Source: an optimization exercise on an open RTL-to-GDS flow (aim: small area). Production flows keep margins and buffers that such runs may drop. The RTL was checked by simulation tests, not by an equivalence proof against the original design. Power is estimated from default activity; no workload was simulated.

### flow/design.v
`default_nettype none
package sort_pkg;
  localparam int KEY_W = 32;
  localparam int PAY_W = 32;
  localparam int REC_W = KEY_W + PAY_W;
  localparam int PACK_LOG = 2;
  localparam int WORD_W   = REC_W << PACK_LOG;
  localparam int IN_DEPTH_LOG = 3;
endpackage
`default_nettype wire
`timescale 1ns/1ps
`default_nettype none
module key_to_int (
  input  wire                           CLK,
  input  wire                           RST,
  input  wire                           i_valid,
  input  wire  [sort_pkg::REC_W-1:0]    i_record,
  output logic                          o_valid,
  output logic [sort_pkg::REC_W-1:0]    o_record
);
  localparam int KEY_W = sort_pkg::KEY_W;
  localparam int PAY_W = sort_pkg::PAY_W;
  logic             neg_s1;
  logic             neg_s2;
  logic [KEY_W-1:0] inv_s1;
  logic [KEY_W-1:0] plus_s2;
  logic [KEY_W-1:0] key_s1;
  logic [KEY_W-1:0] key_s2;
  logic [PAY_W-1:0] pay_s1;
  logic [PAY_W-1:0] pay_s2;
  logic             valid_s1;
  logic             valid_s2;
  always_ff @(posedge CLK) begin
    neg_s1 <= i_record[KEY_W-1];
    inv_s1 <= ~{1'b0, i_record[KEY_W-2:0]};
    key_s1 <= i_record[KEY_W-1:0];
    pay_s1 <= i_record[KEY_W +: PAY_W];
  end
  always_ff @(posedge CLK) begin
    neg_s2  <= neg_s1;
    plus_s2 <= inv_s1 + 1'b1;
    key_s2  <= key_s1;
    pay_s2  <= pay_s1;
  end
  always_ff @(posedge CLK) begin
    o_record[KEY_W-1:0]      <= neg_s2 ? plus_s2 : key_s2;
    o_record[KEY_W +: PAY_W] <= pay_s2;
  end
  always_ff @(posedge CLK) begin
    if (RST) begin
      valid_s1 <= 1'b0;
      valid_s2 <= 1'b0;
      o_valid  <= 1'b0;
    end else begin
      valid_s1 <= i_valid;
      valid_s2 <= valid_s1;
      o_valid  <= valid_s2;
    end
  end
endmodule
`default_nettype wire
`timescale 1ns/1ps
`default_nettype none
module sync_fifo #(
  parameter int WIDTH     = 8,
  parameter int DEPTH_LOG = 3
) (
  input  wire                 CLK,
  input  wire                 RST,
  input  wire                 i_enq,
  input  wire                 i_deq,
  input  wire  [WIDTH-1:0]    i_din,
  output logic [WIDTH-1:0]    o_dout,
  output logic                o_empty,
  output logic                o_full,
  output logic [DEPTH_LOG:0]  o_count
);
  localparam int DEPTH = 1 << DEPTH_LOG;
  logic [WIDTH-1:0]     mem [DEPTH];
  logic [DEPTH_LOG-1:0] wr_ptr;
  logic [DEPTH_LOG-1:0] rd_ptr;
  logic [DEPTH_LOG:0]   count;
  always_ff @(posedge CLK) begin
    if (i_enq) begin
      mem[wr_ptr] <= i_din;
    end
  end
  always_ff @(posedge CLK) begin
    if (RST) begin
      wr_ptr <= '0;
      rd_ptr <= '0;
    end else begin
      if (i_enq) begin
        wr_ptr <= wr_ptr + 1'b1;
      end
      if (i_deq) begin
        rd_ptr <= rd_ptr + 1'b1;
      end
    end
  end
  always_ff @(posedge CLK) begin
    if (RST) begin
      count <= '0;
    end else begin
      case ({i_enq, i_deq})
        2'b10:   count <= count + 1'b1;
        2'b01:   count <= count - 1'b1;
        default: count <= count;
      endcase
    end
  end
  assign o_dout  = mem[rd_ptr];
  assign o_count = count;
  assign o_empty = (count == '0);
  assign o_full  = count[DEPTH_LOG];
endmodule
`default_nettype wire
`timescale 1ns/1ps
`default_nettype none
module data_packer (
  input  wire                           CLK,
  input  wire                           RST,
  input  wire                           i_valid,
  input  wire  [sort_pkg::REC_W-1:0]    i_record,
  output logic                          o_valid,
  output logic [sort_pkg::WORD_W-1:0]   o_word
);
  localparam int REC_W    = sort_pkg::REC_W;
  localparam int WORD_W   = sort_pkg::WORD_W;
  localparam int PACK_LOG = sort_pkg::PACK_LOG;
  logic [WORD_W-1:0]   pack_q;
  logic [PACK_LOG-1:0] slot;
  always_ff @(posedge CLK) begin
    if (i_valid) begin
      pack_q <= {i_record, pack_q[WORD_W-1:REC_W]};
    end
  end
  always_ff @(posedge CLK) begin
    if (RST) begin
      slot <= '0;
    end else if (i_valid) begin
      slot <= slot + 1'b1;
    end
  end
  always_ff @(posedge CLK) begin
    if (RST) begin
      o_valid <= 1'b0;
    end else begin
      o_valid <= i_valid && (&slot);
    end
  end
  assign o_word = pack_q;
endmodule
`default_nettype wire
`timescale 1ns/1ps
`default_nettype none
module write_buffer #(
  parameter int OUT_DEPTH_LOG       = 4,
  parameter int WRITE_REQ_THRESHOLD = 4
) (
  input  wire                           CLK,
  input  wire                           RST,
  input  wire                           i_valid,
  input  wire  [sort_pkg::REC_W-1:0]    i_record,
  input  wire                           i_deq,
  output logic [sort_pkg::WORD_W-1:0]   o_data,
  output logic                          o_empty,
  output logic                          o_full,
  output logic                          o_write_req
);
  localparam int REC_W        = sort_pkg::REC_W;
  localparam int WORD_W       = sort_pkg::WORD_W;
  localparam int IN_DEPTH_LOG = sort_pkg::IN_DEPTH_LOG;
  localparam int REQ_LOG      = $clog2(WRITE_REQ_THRESHOLD);
  logic [REC_W-1:0]      in_dout;
  logic                  in_deq;
  logic                  in_empty;
  logic                  in_full;
  logic [IN_DEPTH_LOG:0] in_count;
  logic                  pack_valid;
  logic [WORD_W-1:0]     pack_word;
  logic                   out_full;
  logic [OUT_DEPTH_LOG:0] out_count;
  logic                  write_req_q;
  sync_fifo #(
    .WIDTH     (REC_W),
    .DEPTH_LOG (IN_DEPTH_LOG)
  ) in_fifo_i (
    .CLK     (CLK),
    .RST     (RST),
    .i_enq   (i_valid),
    .i_deq   (in_deq),
    .i_din   (i_record),
    .o_dout  (in_dout),
    .o_empty (in_empty),
    .o_full  (in_full),
    .o_count (in_count)
  );
  assign in_deq = !in_empty && !out_full;
  data_packer data_packer_i (
    .CLK      (CLK),
    .RST      (RST),
    .i_valid  (in_deq),
    .i_record (in_dout),
    .o_valid  (pack_valid),
    .o_word   (pack_word)
  );
  sync_fifo #(
    .WIDTH     (WORD_W),
    .DEPTH_LOG (OUT_DEPTH_LOG)
  ) out_fifo_i (
    .CLK     (CLK),
    .RST     (RST),
    .i_enq   (pack_valid),
    .i_deq   (i_deq),
    .i_din   (pack_word),
    .o_dout  (o_data),
    .o_empty (o_empty),
    .o_full  (out_full),
    .o_count (out_count)
  );
  assign o_full = |in_count[IN_DEPTH_LOG:2];
  always_ff @(posedge CLK) begin
    if (RST) begin
      write_req_q <= 1'b0;
    end else begin
      write_req_q <= |out_count[OUT_DEPTH_LOG:REQ_LOG];
    end
  end
  assign o_write_req = write_req_q;
endmodule
`default_nettype wire
`timescale 1ns/1ps
`default_nettype none
module sort_write_path #(
  parameter int OUT_DEPTH_LOG       = 4,
  parameter int WRITE_REQ_THRESHOLD = 4
) (
  input  wire                           CLK,
  input  wire                           RST,
  input  wire                           i_valid,
  input  wire  [sort_pkg::REC_W-1:0]    i_record,
  input  wire                           i_deq,
  output logic [sort_pkg::WORD_W-1:0]   o_data,
  output logic                          o_empty,
  output logic                          o_full,
  output logic                          o_write_req
);
  logic                       conv_valid;
  logic [sort_pkg::REC_W-1:0] conv_record;
  key_to_int key_to_int_i (
    .CLK      (CLK),
    .RST      (RST),
    .i_valid  (i_valid),
    .i_record (i_record),
    .o_valid  (conv_valid),
    .o_record (conv_record)
  );
  write_buffer #(
    .OUT_DEPTH_LOG       (OUT_DEPTH_LOG),
    .WRITE_REQ_THRESHOLD (WRITE_REQ_THRESHOLD)
  ) write_buffer_i (
    .CLK         (CLK),
    .RST         (RST),
    .i_valid     (conv_valid),
    .i_record    (conv_record),
    .i_deq       (i_deq),
    .o_data      (o_data),
    .o_empty     (o_empty),
    .o_full      (o_full),
    .o_write_req (o_write_req)
  );
endmodule
`default_nettype wire
### flow/run.sh
#!/bin/bash
# synth_recipe.tcl (not shown) runs the flow's synth.tcl, then flattens the netlist and writes it again
# the make line also repeats each setting of config.mk as NAME=value (left out here)
make -C /OpenROAD-flow-scripts/flow DESIGN_CONFIG=/design/flow/config.mk WORK_HOME=/design/flow/orfs CLKGATE_MAP_FILE= SYNTH_SCRIPT=/design/flow/synth_recipe.tcl finish
### flow/config.mk
export PLATFORM = sky130hd
export DESIGN_NAME = sort_write_path
export DESIGN_NICKNAME = sort_write_path
export VERILOG_FILES = /design/flow/design.v
export SDC_FILE = /design/flow/constraint.sdc
export NUM_CORES = 4
export LEC_CHECK = 0
export CAP_MARGIN = 20
export CORE_MARGIN = 2
export CORE_UTILIZATION = 40
export SLEW_MARGIN = 20
### flow/constraint.sdc
create_clock -name core_clock -period 6.5 [get_ports {CLK}]
set_input_delay 1.3000 -clock core_clock [delete_from_list [all_inputs] [get_ports {CLK}]]
set_output_delay 1.3000 -clock core_clock [all_outputs]
set_load 0.01 [all_outputs]
==> run summary <==
The summed area of non-filler cells in the final layout is 218000 sq um. The tree is rooted in a sky130_fd_sc_hd__clkbuf_16. In the layout the commonest cells are 4864 x sky130_fd_sc_hd__edfxtp_1, 1306 x sky130_fd_sc_hd__mux4_2, 544 x sky130_fd_sc_hd__clkbuf_16. The number of endpoints failing setup at the final stage is 0. The total standard cell area after synthesis is 188000 sq um. The worst pin sits at a relative slew slack of roughly 17%. The synthesized area per cell came out at 24.8 sq um. At the pin with the least slew margin, the transition time is approximately 1200 ps.

The arrival time of data at the critical path endpoint is 4450 ps. The share of cells above drive strength 1 came out at between 20% and 30%. The number of clock buffers added by TritonCTS is between 500 and 600. The summed negative setup slack over all endpoints came out at 0 ps. The fill cell instance count of the final layout is ~38000. The top achievable clock speed is 174 MHz.

The cell depth of the worst flop-to-flop path came out at 5. The global-route usage over all layers came out at roughly a fifth. The relative area change from synthesis to final layout came out at 15.6%. The floorplan has 252 rows. The number of routed nets with antenna violations came out at 0.

The latest clock arrival within the worst-skew pair came out at 1040 ps. The width of the die came out at 690 um. The net count after synthesis came out at 7672. The core utilization of the finished layout came out at between 40% and 50%. The endpoint identified for the worst register-to-register timing path is write_buffer_i.data_packer_i.pack_q[30]$_DFFE_PP_. The total clock sinks came out at ~5200.

The height of the die is 690 um. Across all hold checks on the routed design, the worst slack comes to 319 ps. The endpoint type of the worst setup path is an output pin. The yosys synthesis warning count is 5. Leaving out fill and tap cells, the most frequent cell in the layout is sky130_fd_sc_hd__edfxtp_1. Setup repair after global routing left no endpoint under its margin. The max-slew violation count came out at 0.

The share of flip-flops with an asynchronous set or reset came out at 0%. In this run, the number of DRC markers left after iteration 0 of detailed routing was between 8000 and 9000. The post-layout net count is 8380. The worst hold path begins at key_to_int_i.pay_s1[30]$_DFF_P_. The number of synthesized register bits came out at 5153. Synthesis handed over a netlist of 7587 instances. The synthesized design contains 4864 enable-type register cells. At the worst endpoint, the required time is 5200 ps. Summed over all layers, the global routing overflow is 0. In this run the worst hold path is classified as flop to flop.

After detailed routing, the number of remaining DRC violations is 0. Entering global routing, the biggest net connects between 100 and 150 pins. The detailed-routing iteration count for the pre-antenna-repair pass is 5.

Input and output buffers added on the ports amount to 326. The worst hold path terminates at key_to_int_i.pay_s2[30]$_DFF_P_. The die covers 477000 sq um. The count of endpoints failing hold in the final timing report is 0. TritonCTS built the clock tree. The total power draw is 81900 uW. The clock edge transition at the registers on the reported setup and hold paths came out at 60 ps. The placed cell area is 201000 sq um. The largest area contributor in the synthesized netlist is sky130_fd_sc_hd__edfxtp_1. The number of top-level pins came out at 327. The top-area cell type share of the netlist area came out at just under 80%. The flow ran to the end and the layout has no timing, DRC or antenna violations. The detail-routed net length per standard cell came out at 30.8 um. In this run, post-CTS repair resized a total of 0 instances.

Across the run, the number of max-cap violations was 0. The hold-fix buffer count after cts came out at 0. The worst register-to-register path begins at write_buffer_i.in_fifo_i.count[1]$_SDFFE_PP0P_.

The power density over the cells came out at ~380 nW/um^2. The H-tree level count is 6. The largest driver fanout on the critical path is 40. For this run, the leading register cell type out of synthesis is sky130_fd_sc_hd__edfxtp_1. Synthesis instantiated 37 different standard cells from the library. Dividing the final minimum period by the clock period gives 88.4%.

For this block, the via count after detailed routing is approximately 83000. The sequential area share after synthesis came out at 80.6%. The number of antenna violations at the first check in global routing is 47. The maximum number of buffers from clock root to sink is 4. The number of cells on the worst hold path is 0. In this run the static leakage power is 0.0663 uW. The average via count per standard cell came out at 5.55.

For flop-to-flop paths, the worst setup slack is 3030 ps. The HPWL after detailed placement is 246000 um. The final setup skew came out at approximately 36 ps. STA classifies the critical path startpoint as a flop. The starting density of the core came out at 40.1%. The worst-case IR drop observed on VDD is just under 0.3 mV. Wires add up to 461000 um. By area the synthesized netlist is led by sky130_fd_sc_hd__edfxtp_1 77%, sky130_fd_sc_hd__mux4_2 16%, sky130_fd_sc_hd__dfxtp_1 3.1%. The via count of the first global-routing pass is 86700. At the end of routability-driven placement, the weighted congestion stood at 0.732. The number of buffers inserted to repair setup after CTS is 0. The critical path is of the flop to output pin type. The global-route wire length before repair came out at about 650000 um. The core outline area came out at 470000 sq um.

After layout, the minimum clock period comes to 5750 ps.
-- worst max-delay path by stage --
stage | start | endpoint | cells past startpoint
2_1_floorplan | write_buffer_i.data_packer_i.o_valid$_SDFF_PP0_ | write_buffer_i.out_fifo_i.mem[11][0]$_DFFE_PP_ | 4
3_3_place_gp | flop | o_data[216] | 7
3_5_place_dp | flop | o_data[45] | 6
4_1_cts | flop | o_data[45] | 6
5_1_grt | flop | o_data[45] | 6
6_report | flop | o_data[216] | 7
-- stage by stage --
step / setup WS [ps] / instances
finish: 753 / 15000
detailed placement: 1660 / 14000
CTS: 521 / 15000
global placement: 1570 / 14000
floorplan: -762 / 7587
global route: 498 / 15000
-- sequential cells by signal, indices dropped and copies added (netlist names), 32 cells and up, named ones only --
signal                               count
write_buffer_i.out_fifo_i.mem         4096
write_buffer_i.in_fifo_i.mem           512
write_buffer_i.data_packer_i.pack_q    256
key_to_int_i.o_record                   64
key_to_int_i.pay_s1                     32
key_to_int_i.pay_s2                     32
key_to_int_i.plus_s2                    32
-- synth_stat cells, types with 2 or more instances --
| master | count |
|---|---|
| sky130_fd_sc_hd__mux4_2 | 1306 |
| sky130_fd_sc_hd__and3_1 | 9 |
| sky130_fd_sc_hd__mux2_2 | 96 |
| sky130_fd_sc_hd__o21ai_0 | 2 |
| sky130_fd_sc_hd__dfxtp_1 | 289 |
| sky130_fd_sc_hd__and2_1 | 18 |
| sky130_fd_sc_hd__ha_1 | 16 |
| sky130_fd_sc_hd__nand4_1 | 6 |
| sky130_fd_sc_hd__xor2_1 | 18 |
| sky130_fd_sc_hd__buf_4 | 2 |
| sky130_fd_sc_hd__nand3_1 | 14 |
| sky130_fd_sc_hd__edfxtp_1 | 4864 |
| sky130_fd_sc_hd__xnor2_1 | 27 |
| sky130_fd_sc_hd__buf_6 | 7 |
| sky130_fd_sc_hd__or3_1 | 2 |
| sky130_fd_sc_hd__and4_1 | 4 |
| sky130_fd_sc_hd__buf_1 | 36 |
| sky130_fd_sc_hd__nand2b_1 | 5 |
| sky130_fd_sc_hd__nor3_1 | 7 |
| sky130_fd_sc_hd__buf_2 | 137 |
| sky130_fd_sc_hd__inv_1 | 41 |
| sky130_fd_sc_hd__nor2b_1 | 109 |
| sky130_fd_sc_hd__nand2_1 | 20 |
| sky130_fd_sc_hd__a211oi_1 | 103 |
| sky130_fd_sc_hd__clkbuf_1 | 183 |
| sky130_fd_sc_hd__nor2_1 | 38 |
| sky130_fd_sc_hd__mux2i_1 | 109 |
| sky130_fd_sc_hd__a21oi_1 | 110 |
-- cell type report --
class / count / area (sq um) / area share, %
multi-input combinational: 2028 / 35000 / 16.1
antenna: 13 / 32.5 / 0.0149
tap: 6223 / 7790 / 3.57
clock buffer: 686 / 14300 / 6.57
inverter: 41 / 154 / 0.0706
timing repair buffer: 534 / 5860 / 2.69
sequential: 5153 / 152000 / 69.7
clock inverter: 294 / 2890 / 1.33
-- power breakdown --
group	internal [uW]	switching, uW	total [uW]
sequential	42000	4730	46700
combinational	2490	2790	5280
clock	17100	12800	29900
total	61600	20300	81900
-- routing by layer --
metal | global-route usage (%) | part of all wire [%] | vias to the layer above
li1 | - | - | 33900
met1 | 26.4 | 42 | 45600
met2 | 31.9 | 50 | 2924
met3 | 2.46 | 6.0 | 576
met4 | 4.42 | 2.2 | 16
met5 | 0 | 0.024 | -
-- critical path: stages (launching register included) --
cell and delay [ps]:
sky130_fd_sc_hd__dfxtp_4 920, sky130_fd_sc_hd__buf_12 330, sky130_fd_sc_hd__buf_12 330, sky130_fd_sc_hd__mux4_2 550
sky130_fd_sc_hd__nor2b_1 140, sky130_fd_sc_hd__a211oi_1 290, sky130_fd_sc_hd__a21oi_1 210, sky130_fd_sc_hd__clkdlybuf4s50_1 560
-- kinds of logic after synthesis --
kind of cell    count (synthesis)  share of synthesized area [%]
xor+xnor                       45                          0.209
simple gates                  238                          0.709
buf+inv                       406                          0.931
compound gates                217                          0.716
flops                        5153                           80.6
mux                          1511                           16.8
fa+ha+maj                      17                          0.117

re-timing with driven ports:
In the flow no input, the clock included, has a driving cell. The finished layout below was timed again as built, in two steps. Step 1 assumes that a clkbuf_16 drives the clock port and a buf_2 every other input. Step 2, shift: input delay + t, output delay - t, t = (earliest + latest rising clock arrival at the registers) / 2. This alone moves slack from input paths to output paths. Slacks: ideal ports / drivers / drivers and shift; pairs: ideal ports / drivers.
t (ns): 1.128
setup slack, ns: 0.753 / 0.644 / 1.772
hold slack, ns: 0.319 / 0.319 / 0.319
After both steps this run still meets setup and hold. The setup slack of this run moves by -0.109 ns with the drivers and by +1.019 ns with both steps.
